This is an optimization exercise on Yosys and OpenROAD, whose aim is small area, a short achievable clock period and few clock cycles per item, not a production implementation. Only simulation tests tie the RTL to the original design; equivalence was not proved. Power and IR drop assume default switching activity.

==> flow/design.v, too long to show whole: its modules and the start of the top module <==
// module conv_requant_packer: 1601 lines
// module rq_fa: 4 lines
// module rq_ha: 4 lines
module conv_requant_packer #(
  parameter int DATA_WIDTH = 8,
  parameter int ACC_WIDTH  = 32,
  parameter int BUS_WIDTH  = 128,
  parameter int ADDR_WIDTH = 18
) (
  input  logic                  clk,
  input  logic                  rst,
  input  logic                  start,
  input  logic [ADDR_WIDTH-1:0] cfg_base_addr,
  input  logic [15:0]           cfg_scale,
  input  logic [4:0]            cfg_shift,
  input  logic [1:0]            cfg_act_mode,
  input  logic [DATA_WIDTH-1:0] cfg_clip_max,
  output logic                  busy,
  output logic                  done,
  input  logic                  in_valid,
  output logic                  in_ready,
  input  logic [ACC_WIDTH-1:0]  in_acc,
  input  logic [ACC_WIDTH-1:0]  in_bias,
  input  logic                  in_last,
  output logic                  out_valid,
  input  logic                  out_ready,
  output logic [ADDR_WIDTH-1:0] out_addr,
  output logic [BUS_WIDTH-1:0]  out_data,
  output logic                  out_last,
  output logic [15:0]           sat_count
);
  // ...
==> flow/flow/run.sh <==
#!/bin/bash
set -euo pipefail
export BUFFER_PORTS_ARGS="-buffer_cell sky130_fd_sc_hd__buf_1"
bash standard.sh "BUFFER_PORTS_ARGS=$BUFFER_PORTS_ARGS" finish > flow_make.log 2>&1
==> flow/standard.sh <==
#!/bin/bash
# synth_recipe.tcl (not shown) runs the flow's synth.tcl, then flattens the netlist and writes it again
# the make line also repeats each setting of config.mk as NAME=value (left out here)
make -C /OpenROAD-flow-scripts/flow DESIGN_CONFIG=/design/flow/config.mk WORK_HOME=/design/flow/orfs CLKGATE_MAP_FILE= SYNTH_SCRIPT=/design/flow/synth_recipe.tcl "${@:-finish}"
==> flow/config.mk <==
export PLATFORM = sky130hd
export DESIGN_NAME = conv_requant_packer
export DESIGN_NICKNAME = conv_requant_packer
export VERILOG_FILES = /design/flow/design.v
export SDC_FILE = /design/flow/constraint.sdc
export NUM_CORES = 4
export LEC_CHECK = 0
export ABC_AREA = 1
export CAP_MARGIN = 20
export CORE_MARGIN = 2
export CORE_UTILIZATION = 40
export GPL_ROUTABILITY_DRIVEN = 0
export SETUP_SLACK_MARGIN = 4.0
export SLEW_MARGIN = 20
export SYNTH_HIERARCHICAL = 1
export SYNTH_MINIMUM_KEEP_SIZE = 0
==> flow/constraint.sdc <==
create_clock -name core_clock -period 7.5 [get_ports {clk}]
set_input_delay 1.5000 -clock core_clock [delete_from_list [all_inputs] [get_ports {clk}]]
set_output_delay 1.5000 -clock core_clock [all_outputs]
set_load 0.01 [all_outputs]
==> results.yml, run 1 <==
clock_network:
  cts_setup_buffers: 58
  clkTransAtPathRegs_ns: 0.06
  cts_resized: 73
drt:
  vias: 21400
worst_setup_path:
  path_depth: 20
  cp-start-kind: "flip-flop"
  ff2ff_setup_slack_ns: 3.93
  path_buf_inv: 1
  r2r_start: "s2_a_q[11]"
synth:
  synth_area_leaders: "edfxtp_1, fa_1, xor2_1"
  syn_area_um2: 27260
  synthAdderAreaFrac: 0.2320
  synth_top_area_share: 0.3613
  synth-xor-area-share: 0.1096
cells_and_area:
  regMostFlops: "word_q"
  nonClkBufAreaFrac: 0.08403
  nClkBuffers: 58
  fill_cells: 6069
  final_cell_count_no_fill: 3889
  regArea_um2: 10370
  fin_nets: 3462
  seq_area_frac: 0.3166
global_routing:
  grt_max_degree: 85
  busiest_layer: "met2"
  track_usage: 0.2116
power:
  p_clk_mw: 2.10
  static-leakage-power_nw: 13.23
  power_sequential_mw: 3.36
  pg_comb_mw: 9.74
timing:
  slew_headroom: 0.3647
  fmax_ghz: 0.2797
  finalHoldWorstSlack_ns: 0.4202
  setup_ws_ns: 3.925
placed_design:
  dpl.hpwl_mm: 50.78
status:
  status: "complete, no violations"
die:
  rows: 95
  dieArea_um2: 70260
min_path:
  min_to: "s2_last_q"
Testbench counts, summed over its fixed seeds: cycles 9,487, items 9,247.
==> inputs of run 2 (changes only) <==
--- a/flow/design.v
+++ b/flow/design.v
@@ -24,42 +24,41 @@
   output logic [ADDR_WIDTH-1:0] out_addr,
   output logic [BUS_WIDTH-1:0]  out_data,
   output logic                  out_last,
   output logic [15:0]           sat_count
 );
   localparam int LANES  = BUS_WIDTH / DATA_WIDTH;
   localparam int IDX_W  = $clog2(LANES);
   localparam int PROD_W = ACC_WIDTH + 16;
-  logic busy_q, run_q;
-  logic [7:0]                   cfg_onen_q, cfg_twon_q, cfg_neg_q;   
+  logic busy_q, run_q, in_ready_q, done_q;
+  logic [7:0]                   cfg_one_q, cfg_two_q, cfg_neg_q;   
   logic                         cfg_top_q;                         
   logic [4:0]                   cfg_shift_q;
   logic [1:0]                   cfg_mode_q;
   logic signed [DATA_WIDTH-1:0] cfg_clip_q;
   logic [ADDR_WIDTH-1:0]        addr_q;
-  logic                  s1_valid_q, s1_last_q;
-  logic [ACC_WIDTH-1:0]  s1_bn_q;      
+  logic                  s1_valid_q, s1_last_q, s1_ovf_q, s1_sgn_q;
+  logic [ACC_WIDTH-1:0]  s1_b_q;
   logic                  s2_valid_q, s2_last_q;
   logic [PROD_W-1:0]     s2_a_q, s2_c_q;
   logic                  s3_valid_q, s3_last_q, s3_hi_q, s3_neg_q;
   logic [9:0]            s3_t_q;
   logic [BUS_WIDTH-1:0]  word_q;
   logic [IDX_W-1:0]      idx_q;
   logic                  out_valid_q, out_last_q;
-  logic stall, adv, accept, out_hs, start_ok, fin, wr, word_done;
+  logic can_wr, accept, out_hs, start_ok, fin, wr, word_done;
   assign out_hs    = out_valid_q & out_ready;
-  assign stall     = out_valid_q & ~out_ready;
-  assign adv       = ~stall;
-  assign in_ready  = run_q & adv;
-  assign accept    = in_valid & in_ready;
+  assign can_wr    = ~out_valid_q | out_ready;
+  assign in_ready  = in_ready_q;
+  assign accept    = in_valid & in_ready_q;
   assign start_ok  = start & ~busy_q;
   assign fin       = out_hs & out_last_q;
   assign busy      = busy_q;
-  assign done      = fin;
+  assign done      = done_q;
   assign out_valid = out_valid_q;
   assign out_addr  = addr_q;
   assign out_data  = word_q;
   assign out_last  = out_last_q;
   logic [31:0] aa_p, aa_g, aa_s;
   logic [32:0] aa_c;
   logic aa_G1, aa_P1;
   logic aa_G2, aa_P2;
@@ -301,32 +300,29 @@
   assign aa_c[26] = aa_G74;
   assign aa_c[27] = aa_G75;
   assign aa_c[28] = aa_G76;
   assign aa_c[29] = aa_G77;
   assign aa_c[30] = aa_G78;
   assign aa_c[31] = aa_G79;
   assign aa_c[32] = aa_G80;
   assign aa_s = aa_p ^ aa_c[31:0];
-  logic [ACC_WIDTH:0]   acc_sum;
-  logic [ACC_WIDTH-1:0] acc_sat;
-  always_comb begin
-    acc_sum = {in_acc[ACC_WIDTH-1] ^ in_bias[ACC_WIDTH-1] ^ aa_c[ACC_WIDTH], aa_s};
-    acc_sat = acc_sum[ACC_WIDTH-1:0];
-    if (acc_sum[ACC_WIDTH] != acc_sum[ACC_WIDTH-1])
-      acc_sat = {acc_sum[ACC_WIDTH], {(ACC_WIDTH-1){~acc_sum[ACC_WIDTH]}}};
-  end
+  logic acc_ovf;
+  assign acc_ovf = (in_acc[ACC_WIDTH-1] == in_bias[ACC_WIDTH-1]) & (aa_s[ACC_WIDTH-1] != in_acc[ACC_WIDTH-1]);
   logic [31:0]       mx;
   logic [15:0]       my;
   logic [PROD_W-1:0] ma, mb;
   logic [7:0] my_one, my_two, my_neg;
-  assign mx     = ~s1_bn_q;
+  always_comb begin
+    mx = s1_b_q;
+    if (s1_ovf_q) mx = {s1_sgn_q, {(ACC_WIDTH-1){~s1_sgn_q}}};
+  end
   assign my     = {cfg_top_q, 15'd0};
-  assign my_one = ~cfg_onen_q;
-  assign my_two = ~cfg_twon_q;
+  assign my_one = cfg_one_q;
+  assign my_two = cfg_two_q;
   assign my_neg = cfg_neg_q;
   logic [7:0] enc_one, enc_two, enc_neg;
   always_comb begin
     for (int k = 0; k < 8; k++) begin
       logic y2, y1, y0;
       y2 = cfg_scale[2*k+1];
       y1 = cfg_scale[2*k];
       y0 = (k == 0) ? 1'b0 : cfg_scale[2*k-1];
@@ -1481,126 +1477,140 @@
   assign cp_c[44] = cp_G54;
   assign cp_c[45] = cp_G87;
   assign cp_c[46] = cp_G65;
   assign cp_c[47] = cp_G88;
   assign cp_c[48] = cp_G47;
   assign cp_s = cp_p ^ cp_c[47:0];
   logic [PROD_W-1:0] p;
   logic [PROD_W:0]   p2;
-  logic [24:0]       sh16;
-  logic [16:0]       sh8;
-  logic [12:0]       sh4;
-  logic [10:0]       sh2;
-  logic [39:0]       dd;
-  logic [23:0]       o16;
-  logic [15:0]       o8;
-  logic [11:0]       o4;
-  logic [9:0]        o2;
-  logic [8:0]        o1;
+  logic [PROD_W:0]   win;
+  logic [39:0]       hmask;
   logic              hi_ok;
   logic [9:0]        t10;
   always_comb begin
     p     = cp_s;
     p2    = {p, 1'b0};
-    sh16  = cfg_shift_q[4] ? p2[40:16] : p2[24:0];
-    sh8   = cfg_shift_q[3] ? sh16[24:8] : sh16[16:0];
-    sh4   = cfg_shift_q[2] ? sh8[16:4]  : sh8[12:0];
-    sh2   = cfg_shift_q[1] ? sh4[12:2]  : sh4[10:0];
-    t10   = cfg_shift_q[0] ? sh2[10:1]  : sh2[9:0];
-    dd    = p[PROD_W-1:8] ^ {40{p[PROD_W-1]}};
-    o16   = cfg_shift_q[4] ? dd[39:16] : {8'd0, dd[15] | (|dd[39:16]), dd[14:0]};
-    o8    = cfg_shift_q[3] ? o16[23:8] : {8'd0, o16[7] | (|o16[23:8]), o16[6:0]};
-    o4    = cfg_shift_q[2] ? o8[15:4]  : {8'd0, o8[3] | (|o8[15:4]), o8[2:0]};
-    o2    = cfg_shift_q[1] ? o4[11:2]  : {8'd0, o4[1] | (|o4[11:2]), o4[0]};
-    o1    = cfg_shift_q[0] ? o2[9:1]   : {8'd0, o2[0] | (|o2[9:1])};
-    hi_ok = ~|o1;
+    win   = p2 >> cfg_shift_q;
+    t10   = win[9:0];
+    for (int i = 0; i < 40; i++) hmask[i] = (i >= 32'(cfg_shift_q));
+    hi_ok = ~|((p[PROD_W-1:8] ^ {40{p[PROD_W-1]}}) & hmask);
   end
   logic [10:0]       u;
   logic              sat;
   logic signed [7:0] q_val, act_val;
   logic [7:0]        zbyte;
   always_comb begin
     u   = {s3_t_q[9], s3_t_q} + 11'd1;
     sat = ~s3_hi_q | (u[10] != u[9]) | (u[9] != u[8]);
     if (sat) q_val = s3_neg_q ? 8'sh80 : 8'sh7f;
     else     q_val = u[8:1];
     act_val = q_val;
     if (cfg_mode_q == 2'b01 || cfg_mode_q == 2'b10) begin
       if (q_val[7]) act_val = '0;
       if (cfg_mode_q == 2'b10 && act_val > cfg_clip_q) act_val = cfg_clip_q;
     end
   end
-  assign wr        = s3_valid_q & adv;
-  assign word_done = (idx_q == IDX_W'(LANES - 1)) | s3_last_q;
-  assign zbyte     = (idx_q == '0) ? 8'd0 : act_val;
+  localparam int FD = 4;
+  logic [8:0]  fifo_q [FD];           
+  logic [1:0]  fifo_rp_q, fifo_wp_q;
+  logic [2:0]  fifo_n_q, fifo_n_d;
+  logic        f_push, f_pop, d_valid;
+  logic [7:0]  src_byte;
+  logic        src_last, src_valid;
+  logic [2:0]  occ_q;                
+  logic        occ_ok, run_d;
+  assign d_valid   = s3_valid_q;
+  assign src_valid = (fifo_n_q != '0) | d_valid;
+  assign src_byte  = (fifo_n_q != '0) ? fifo_q[fifo_rp_q][7:0] : act_val;
+  assign src_last  = (fifo_n_q != '0) ? fifo_q[fifo_rp_q][8]   : s3_last_q;
+  assign f_pop     = (fifo_n_q != '0) & can_wr;
+  assign f_push    = d_valid & ((fifo_n_q != '0) | ~can_wr);
+  assign fifo_n_d  = fifo_n_q + 3'(f_push) - 3'(f_pop);
+  assign wr        = src_valid & can_wr;
+  assign word_done = (idx_q == IDX_W'(LANES - 1)) | src_last;
+  assign zbyte     = (idx_q == '0) ? 8'd0 : src_byte;
+  assign run_d  = start_ok | (run_q & ~(accept & in_last));
+  always_comb begin
+    if (accept && !wr)      occ_ok = (occ_q <= 3'(FD - 2));
+    else if (!accept && wr) occ_ok = 1'b1;
+    else                    occ_ok = (occ_q <= 3'(FD - 1));
+  end
   always_ff @(posedge clk) begin
     if (rst) begin
       busy_q      <= 1'b0;
       run_q       <= 1'b0;
+      in_ready_q  <= 1'b0;
+      done_q      <= 1'b0;
       s1_valid_q  <= 1'b0;
       s2_valid_q  <= 1'b0;
       s3_valid_q  <= 1'b0;
       out_valid_q <= 1'b0;
       idx_q       <= '0;
+      fifo_rp_q   <= '0;
+      fifo_wp_q   <= '0;
+      fifo_n_q    <= '0;
+      occ_q       <= '0;
     end else begin
-      if (start_ok) begin
-        busy_q <= 1'b1;
-        run_q  <= 1'b1;
-      end
-      if (accept && in_last) run_q <= 1'b0;
-      if (fin) busy_q <= 1'b0;
-      if (adv) begin
-        s1_valid_q <= accept;
-        s2_valid_q <= s1_valid_q;
-        s3_valid_q <= s2_valid_q;
-      end
+      if (start_ok) busy_q <= 1'b1;
+      if (done_q)   busy_q <= 1'b0;
+      done_q     <= fin;
+      run_q      <= run_d;
+      in_ready_q <= run_d & occ_ok;
+      occ_q      <= occ_q + 3'(accept) - 3'(wr);
+      s1_valid_q <= accept;
+      s2_valid_q <= s1_valid_q;
+      s3_valid_q <= s2_valid_q;
       if (wr) begin
         if (word_done) idx_q <= '0;
         else           idx_q <= idx_q + IDX_W'(1);
       end
       if (wr && word_done) out_valid_q <= 1'b1;
       else if (out_hs)     out_valid_q <= 1'b0;
+      if (f_pop)  fifo_rp_q <= fifo_rp_q + 2'd1;
+      if (f_push) fifo_wp_q <= fifo_wp_q + 2'd1;
+      fifo_n_q <= fifo_n_d;
     end
   end
   always_ff @(posedge clk) begin
     if (start_ok) begin
-      cfg_onen_q  <= ~enc_one;
-      cfg_twon_q  <= ~enc_two;
+      cfg_one_q   <= enc_one;
+      cfg_two_q   <= enc_two;
       cfg_neg_q   <= enc_neg;
       cfg_top_q   <= cfg_scale[15];
       cfg_shift_q <= cfg_shift;
       cfg_mode_q  <= cfg_act_mode;
       cfg_clip_q  <= cfg_clip_max;
     end
     if (start_ok)    addr_q <= cfg_base_addr;
     else if (out_hs) addr_q <= addr_q + ADDR_WIDTH'(1);
-    if (adv) begin
-      s1_bn_q   <= ~acc_sat;
-      s1_last_q <= in_last;
-      s2_a_q    <= ma;
-      s2_c_q    <= mb;
-      s2_last_q <= s1_last_q;
-      s3_t_q    <= t10;
-      s3_hi_q   <= hi_ok;
-      s3_neg_q  <= p[PROD_W-1];
-      s3_last_q <= s2_last_q;
-    end
-    if (wr && word_done) out_last_q <= s3_last_q;
-    if (wr && idx_q == '0) word_q[DATA_WIDTH-1:0] <= act_val;
+    s1_b_q    <= aa_s;
+    s1_ovf_q  <= acc_ovf;
+    s1_sgn_q  <= in_acc[ACC_WIDTH-1];
+    s1_last_q <= in_last;
+    s2_a_q    <= ma;
+    s2_c_q    <= mb;
+    s2_last_q <= s1_last_q;
+    s3_t_q    <= t10;
+    s3_hi_q   <= hi_ok;
+    s3_neg_q  <= p[PROD_W-1];
+    s3_last_q <= s2_last_q;
+    if (f_push) fifo_q[fifo_wp_q] <= {s3_last_q, act_val};
+    if (wr && word_done) out_last_q <= src_last;
+    if (wr && idx_q == '0) word_q[DATA_WIDTH-1:0] <= src_byte;
     for (int l = 1; l < LANES; l++) begin
       if (wr && (idx_q == IDX_W'(l) || idx_q == '0))
         word_q[l*DATA_WIDTH +: DATA_WIDTH] <= zbyte;
     end
   end
   logic [15:0] sat_cnt_q;
   always_ff @(posedge clk) begin
     if (rst)                                          sat_cnt_q <= '0;
     else if (start_ok)                                sat_cnt_q <= '0;
-    else if (wr && sat && sat_cnt_q != 16'hFFFF) sat_cnt_q <= sat_cnt_q + 16'd1;
+    else if (d_valid && sat && sat_cnt_q != 16'hFFFF) sat_cnt_q <= sat_cnt_q + 16'd1;
   end
   assign sat_count = sat_cnt_q;
 endmodule
 module rq_fa (input logic a, b, c, output logic s, co);
   assign s  = a ^ b ^ c;
   assign co = (a & b) | (a & c) | (b & c);
 endmodule
 module rq_ha (input logic a, b, output logic s, co);
==> flow/config.mk (replaced) <==
export PLATFORM = sky130hd
export DESIGN_NAME = conv_requant_packer
export DESIGN_NICKNAME = conv_requant_packer
export VERILOG_FILES = /design/flow/design.v
export SDC_FILE = /design/flow/constraint.sdc
export NUM_CORES = 4
export LEC_CHECK = 0
export ABC_AREA = 1
export CAP_MARGIN = 20
export CORE_MARGIN = 2
export CORE_UTILIZATION = 40
export SETUP_SLACK_MARGIN = 4.1
export SLEW_MARGIN = 20
export SYNTH_HIERARCHICAL = 1
export SYNTH_MINIMUM_KEEP_SIZE = 0
==> run 2 against run 1 <==
Against the previous run:
- count of clock-buffer cells in the layout is 2 higher
- clock skew rose by 0.031 ns
- synthesized cell count rose by 10%
- sequential share of layout area shrank 3.5 points
==> results.yml, run 2 <==
status:
  status: "complete, no violations"
worst_setup_path:
  r2r_cells: 11
  arrival_ns: 4.14
  crit_fanout: 8
  cp-start-kind: "flip-flop"
  endpoint: "s2_c_q[25]"
  r2r_start: "s1_ovf_q"
  critPathKind: "flip-flop to flip-flop"
  ff2ff_setup_slack_ns: 3.84
  worstPathRequired_ns: 7.98
  r2r-end: "s2_c_q[25]"
  cp-startpoint: "s1_ovf_q"
  end_kind: "flip-flop"
power:
  powerDensity_nw_per_um2: 520.8
  p_switching_mw: 8.857
  static-leakage-power_nw: 14.90
  p_int_mw: 10.34
  combPwrFrac: 0.675
  swShare: 0.4615
  clkPwrFrac: 0.118
  power_frac_seq: 0.206
  ir_worst_vdd_v: 0.0002349
timing:
  period_needed_ns: 3.662
  tightest_slew_ns: 1.129
  fin_skew_ns: 0.05747
  finalHoldWorstSlack_ns: 0.3261
  rsz0062_at_grt: "yes"
  slew_headroom: 0.2413
  fin_crit_sh: 0.4883
  finalSetupViolCount: 0
  tns_ns: 0
  final-hold-violation-count: 0
  fmax_ghz: 0.2731
  report.final.slew_viol_count: 0
drt:
  via_per_inst: 5.504
  drcViolationCount: 0
  ant_nets: 0
  dr_wl_met3_mm: 7.554
  drt-pass1-iter-count: 5
  routedWlPerCell_um: 20.82
  drt_first_iter_violations: 2069
  dr.max_layer_used: "met5"
  dr_wl_met2_mm: 42.60
  drt_wl_total_mm: 90.34
  m1WireLength_mm: 36.05
  vias: 23880
clock_network:
  clkTransAtPathRegs_ns: 0.06
  cts_hold_buffers: 0
  cts_sinks: 406
  cts_buffers: 47
  clock_latency_ns: 0.62
  cts.path.max_buffers: 3
  cts_root_buf: "clkbuf_16"
  h-tree-depth: 2
  cts_tree: "yes"
synth:
  avgSynthCellArea_um2: 9.649
  synth_ff_type: "edfxtp_1"
  synth_area_leaders: "edfxtp_1, fa_1, dfxtp_1"
  ys.warnings.count: 7
  yosysMostFrequentCell: "nand2_1"
  synth_top_area_share: 0.2340
  synth-edff-count: 222
  yosysTopAreaCell: "edfxtp_1"
  synth_commonest_cells: "nand2_1, xor2_1, inv_1"
  syn-num-nets: 3445
  syn_inst: 2953
  yosysUniqueCellTypes: 59
  syn_area_um2: 28490
  yosysSeqAreaShare: 0.3633
  synthArstFlopShare: 0
  yosys_register_bits: 406
cells_and_area:
  fin_nets: 3860
  reg_top3: "word_q (128), s2_a_q (48), s2_c_q (47)"
  drive_above_1_share: 0.2277
  area_growth_pct: 29.33
  largest_reg_flops: 128
  antenna_cells: 0
  layout_commonest_cell: "nand2_1"
  mostFrequentLayoutCells: "nand2_1, buf_1, inv_1"
  regMostFlops: "word_q"
run:
  maxCapViolations: 0
die:
  core-area_um2: 70270
  fp.dieW_um: 270.9
  dieArea_um2: 73380
  rows: 97
  start_util: 0.4055
  die_y_um: 270.9
  pin_count: 286
global_routing:
  track_usage: 0.2222
  grt_max_degree: 72
  grt_pass1_wl_mm: 129.2
  grt_pass1_vias: 22990
  antenna_found_initial: 2
  grt_overflow: 0
placed_design:
  dpl.hpwl_mm: 55.89
  routabilityCongestion: 0.9193
  port_buffers: 285
min_path:
  hold_class: "flip-flop to flip-flop"
  worstHoldStart: "s2_last_q"
-- run 2: changes by cell type after synthesis, sizes merged, moves of 41 or more --
cell,delta
nand2,-41
nor2,+62
edfxtp,-106
clkbuf,-45
inv,+89
o21ai,+109
dfxtp,+158
-- run 2: layout make-up --
cell class	count	area [um2]
Fill cell	6135	33420
Inverter	292	1144
Timing Repair Buffer	527	4019
Tap cell	940	1176
Sequential cell	406	10370
Clock inverter	20	256.5
Multi-Input combinational cell	2094	18600
Clock buffer	60	1286
-- run 2: critical path: stages, from the launching register on --
cell and delay, ns:
dfxtp_4 0.41, nand2_8 0.15, buf_16 0.17, o21ai_4 0.09, buf_12 0.14, clkbuf_16 0.16, o22ai_1 0.21, xor2_1 0.28
fa_2 0.51, fa_2 0.38, fa_2 0.56, fa_2 0.46
-- run 2: layer usage --
layer / track usage / vias to the layer above
li1: - / 10810
met4: 0.09450 / 2
met2: 0.3694 / 1218
met3: 0.04012 / 299
met1: 0.2840 / 11560
met5: 0 / -
-- run 2: timing repair --
item                                   4_1_cts  5_1_grt
gates resized for setup                    120      445
buffers inserted                            93       80
setup endpoints to repair                  210      240
endpoints found under the hold margin        0        0
gates cloned                                 5       25
pin swaps                                   41      168
-- run 2: modules after synthesis (local to each module, per instance) --
module,flops+latches,copies in the design,cells,area (um2)
conv_requant_packer,406,1,2722,24020
rq_fa,0,211,1,20.02
rq_ha,0,20,1,12.51
-- run 2: logic make-up (layout without fill, tap and decap cells) --
kind of cell / Yosys count / count (layout) / share of synthesized area
and+or+nand+nor: 756 / 759 / 0.1122
AOI/OAI and AO/OA: 613 / 615 / 0.1270
buffers and inverters: 458 / 899 / 0.06293
DFF: 406 / 406 / 0.3633
adders and majority gates: 373 / 373 / 0.2273
xor gates and xnor gates: 337 / 337 / 0.1036
muxes: 10 / 10 / 0.003821
-- run 2: power groups by stage --
stage / sequential [mW] / combinational [mW] / clock, mW
after floorplan: 4.06 / 6.88 / 0
after global placement: 3.96 / 10.2 / 0
after detailed placement: 3.97 / 10.4 / 0
after CTS: 3.93 / 11.1 / 2.32
after global routing: 4.04 / 14.2 / 2.40
final: 3.96 / 13.0 / 2.27
-- run 2: worst min-delay path by stage --
stage	endpoint	slack [ns]	cells after the start
4_1_cts	s3_last_q	0.33	0
3_5_place_dp	s2_last_q	0.32	0
2_1_floorplan	s2_last_q	0.31	0
5_1_grt	s2_last_q	0.33	0
6_report	s3_last_q	0.33	0
3_3_place_gp	s2_last_q	0.31	0
-- run 2: metrics by stage --
step	setup slack (ns)	utilization	instances	area (um2)	power (mW)
2_1_floorplan	4.101	-	2953	28690	10.94
3_3_place_gp	2.909	0.4340	4055	30500	14.15
3_5_place_dp	2.885	0.4342	4056	30510	14.34
4_1_cts	3.933	0.4804	4234	33760	17.36
5_1_grt	3.675	0.5244	4339	36850	20.65
6_report	3.838	0.5244	4339	36850	19.19
Testbench counts of run 2, summed over its fixed seeds: cycles 9,535, items 9,247.
==> inputs of run 3 (changes only) <==
--- a/flow/config.mk
+++ b/flow/config.mk
@@ -9,5 +9,6 @@
 export CAP_MARGIN = 20
 export CORE_MARGIN = 2
-export CORE_UTILIZATION = 40
+export CORE_UTILIZATION = 60
+export CTS_CLUSTER_SIZE = 30
 export SETUP_SLACK_MARGIN = 4.1
 export SLEW_MARGIN = 20
==> run 3 against run 2 <==
Against the previous run:
- still clean on timing, DRC and antenna
- global-route usage is 14 points higher
- cell count is 6.7% lower
- sequential power is 1% higher
- worst setup slack worse by 0.31 ns
- clock power hardly changed
- die area is 33% lower
- count of clock-buffer cells in the layout is 3 lower
- synthesized cell count stayed put
- utilization is 27 points higher
- worst hold slack better by 0.0013 ns
- power is 6.8% higher
- fmax is 7.8% lower
==> results.yml, run 3 <==
cells_and_area:
  post-route-cell-area_um2: 37330
  drive_above_1_share: 0.2461
  reg_top3: "word_q (128), s2_a_q (48), s2_c_q (47)"
  layout_commonest_cell: "nand2_1"
  final_core_util: 0.7985
  largest_reg_flops: 128
  regMostFlops: "word_q"
  multi_input_area_um2: 19060
  fin_nets: 3896
  mostFrequentLayoutCells: "nand2_1, buf_1, inv_1"
  area_growth_pct: 31.03
  regArea_um2: 10370
  fill_cells: 2776
drt:
  drt_first_iter_violations: 3647
  drcViolationCount: 0
  drt_wl_total_mm: 105.1
  drt-pass1-iter-count: 8
  ant_nets: 0
  vias: 26310
  via_per_inst: 6.495
  routedWlPerCell_um: 25.95
placed_design:
  routabilityCongestion: 0.9179
  placed_cell_area_um2: 30050
  dpl.hpwl_mm: 57.19
  port_buffers: 285
clock_network:
  cts_buffers: 45
  cts_tree: "yes"
  h-tree-depth: 2
  clock_latency_ns: 0.63
  cts.path.max_buffers: 3
  clkTransAtPathRegs_ns: 0.06
  cts_hold_buffers: 0
  cts_root_buf: "clkbuf_16"
  cts_sinks: 406
timing:
  report.final.slew_viol_count: 0
  final-hold-violation-count: 0
  fin_skew_ns: 0.04418
  period_needed_ns: 3.971
  tightest_slew_ns: 1.091
  fin_crit_sh: 0.5295
  fmax_ghz: 0.2518
  tns_ns: 0
  slew_headroom: 0.2719
  rsz0062_at_grt: "yes"
  finalSetupViolCount: 0
die:
  fp.dieW_um: 221.9
  rows: 79
  start_util: 0.6094
  dieArea_um2: 49250
  pin_count: 286
  core-area_um2: 46750
  die_y_um: 221.9
synth:
  syn-num-nets: 3445
  yosysMostFrequentCell: "nand2_1"
  ys.warnings.count: 7
  syn_area_um2: 28490
  yosysTopAreaCell: "edfxtp_1"
  yosysSeqAreaShare: 0.3633
  avgSynthCellArea_um2: 9.649
  synth_top_area_share: 0.2340
  syn_inst: 2953
  synth_commonest_cells: "nand2_1, xor2_1, inv_1"
  synth_ff_type: "edfxtp_1"
  synthArstFlopShare: 0
  synth-edff-count: 222
  yosys_register_bits: 406
  yosysUniqueCellTypes: 59
  synth_area_leaders: "edfxtp_1, fa_1, dfxtp_1"
min_path:
  worstHoldStart: "s1_last_q"
  hold_class: "flip-flop to flip-flop"
global_routing:
  track_usage: 0.3609
  grt_pass1_vias: 24700
  grt_max_degree: 71
  grt_pass1_wl_mm: 138.5
  antenna_found_initial: 3
  grt_overflow: 0
status:
  status: "complete, no violations"
worst_setup_path:
  worstPathRequired_ns: 8.07
  slowest_stage: "fa_2"
  r2r_start: "s1_ovf_q"
  cp-startpoint: "s1_ovf_q"
  critPathKind: "flip-flop to flip-flop"
  arrival_ns: 4.54
  crit_chain: "nand2_8 > buf_12 > buf_16 > buf_12 > o21ai_4 > buf_12 > clkbuf_16 > o22ai_1 > xor2_1 > fa_2 > fa_2 > fa_1 > fa_2"
  cp-start-kind: "flip-flop"
  slowest_delay_ns: 0.60
  end_kind: "flip-flop"
  crit_fanout: 6
power:
  powerDensity_nw_per_um2: 549.0
  static-leakage-power_nw: 15.16
  ir_worst_vdd_v: 0.0003401
run:
  maxCapViolations: 0
## run 3: layer usage
layer  track usage  share of wire  wire length, um  vias up
met5             0        0.00059               62        -
met4        0.1683          0.077             8071        4
met3       0.08163           0.12            12420      687
met2        0.5848           0.46            47960     2188
met1        0.4631           0.35            36590    12520
li1              -              -                -    10900
## run 3: kinds of logic after synthesis
logic type	synth area share
xor gates and xnor gates	0.1036
DFF	0.3633
and+or+nand+nor	0.1122
adders and majority gates	0.2273
AOI/OAI and AO/OA	0.1270
buffers and inverters	0.06293
muxes	0.003821
## run 3: area by class of cell
class,instances,area share
antenna,2,0.0001341
clock inverter,27,0.007172
sequential,406,0.2778
tap,607,0.02034
inverter,292,0.02993
clock buffer,57,0.03305
multi-input combinational,2093,0.5107
timing repair buffer,566,0.1209
## run 3: metrics by stage
stage                     power [mW]  hold slack, ns  setup WS, ns  instances
final                          20.49          0.3274         3.529       4050
after detailed placement       14.25          0.3144         2.576       3717
after floorplan                10.94          0.3096         4.101       2953
after CTS                      18.07          0.3291         3.945       3955
after global routing           21.65          0.3461         3.461       4049
after global placement         13.82          0.3163         2.739       3717
## run 3: where the power goes
part	leakage, nW	total (mW)	switching (mW)	internal (mW)
Clock	0.732	2.26	1.01	1.26
Sequential	3.70	4.01	0.447	3.57
Combinational	10.7	14.2	8.21	6.01
Total	15.2	20.5	9.66	10.8
## run 3: worst paths after layout
check | endpoint | slack (ns) | cells after the start
worst max-delay path | s2_c_q[29] | 3.53 | 13
worst min register to register | s2_last_q | 0.33 | 0
worst min-delay path | s2_last_q | 0.33 | 0
worst max register to register | s2_c_q[29] | 3.53 | 13
## run 3: Yosys stat by module (local to each module, per instance)
module	cells inside	flip-flops and latches	cell area (um2)
conv_requant_packer	2722	406	24020
rq_fa	1	0	20.02
rq_ha	1	0	12.51
## run 3: timing repair
item	4_1_cts	5_1_grt
setup buffers	140	77
pin swaps	114	196
cloned	14	14
setup endpoints to repair	238	226
gates resized for setup	253	429
## run 3: critical path, delay by kind of cell, from the launching register on
| kind | cells | cell delay (ns) |
|---|---|---|
| buffers and inverters | 5 | 0.68 |
| DFF | 1 | 0.39 |
| AOI/OAI and AO/OA | 2 | 0.56 |
| xor gates and xnor gates | 1 | 0.20 |
| and+or+nand+nor | 1 | 0.09 |
| adders and majority gates | 4 | 2.00 |

## what the ideal ports hide
No port has a modelled driver above. Below, the same layouts with a new extraction and two added sets of constraints. Step 1: set_driving_cell puts a clkbuf_16 on clk and a buf_2 on each other input, an assumption about the parent block. Step 2 times the ports against the registers' clock, not the clock port: input delays grow and output delays shrink by t, the midpoint of the rising clock arrivals with the driver on. Three values: ideal, step 1, step 2; two values: the first two.
run	t (ns)	setup slack, ns	latest minus earliest clock arrival (ns)
run 1	0.645	3.925 / 3.925 / 3.592	0.027 / 0.027
run 2	0.648	3.838 / 3.838 / 3.712	0.058 / 0.058
run 3	0.670	3.529 / 3.529 / 3.529	0.046 / 0.046
After both steps setup and hold are still met in every run listed. For run 1, which loses most, drivers alone change the setup slack by 0.000 ns; drivers and shift together by -0.333 ns.
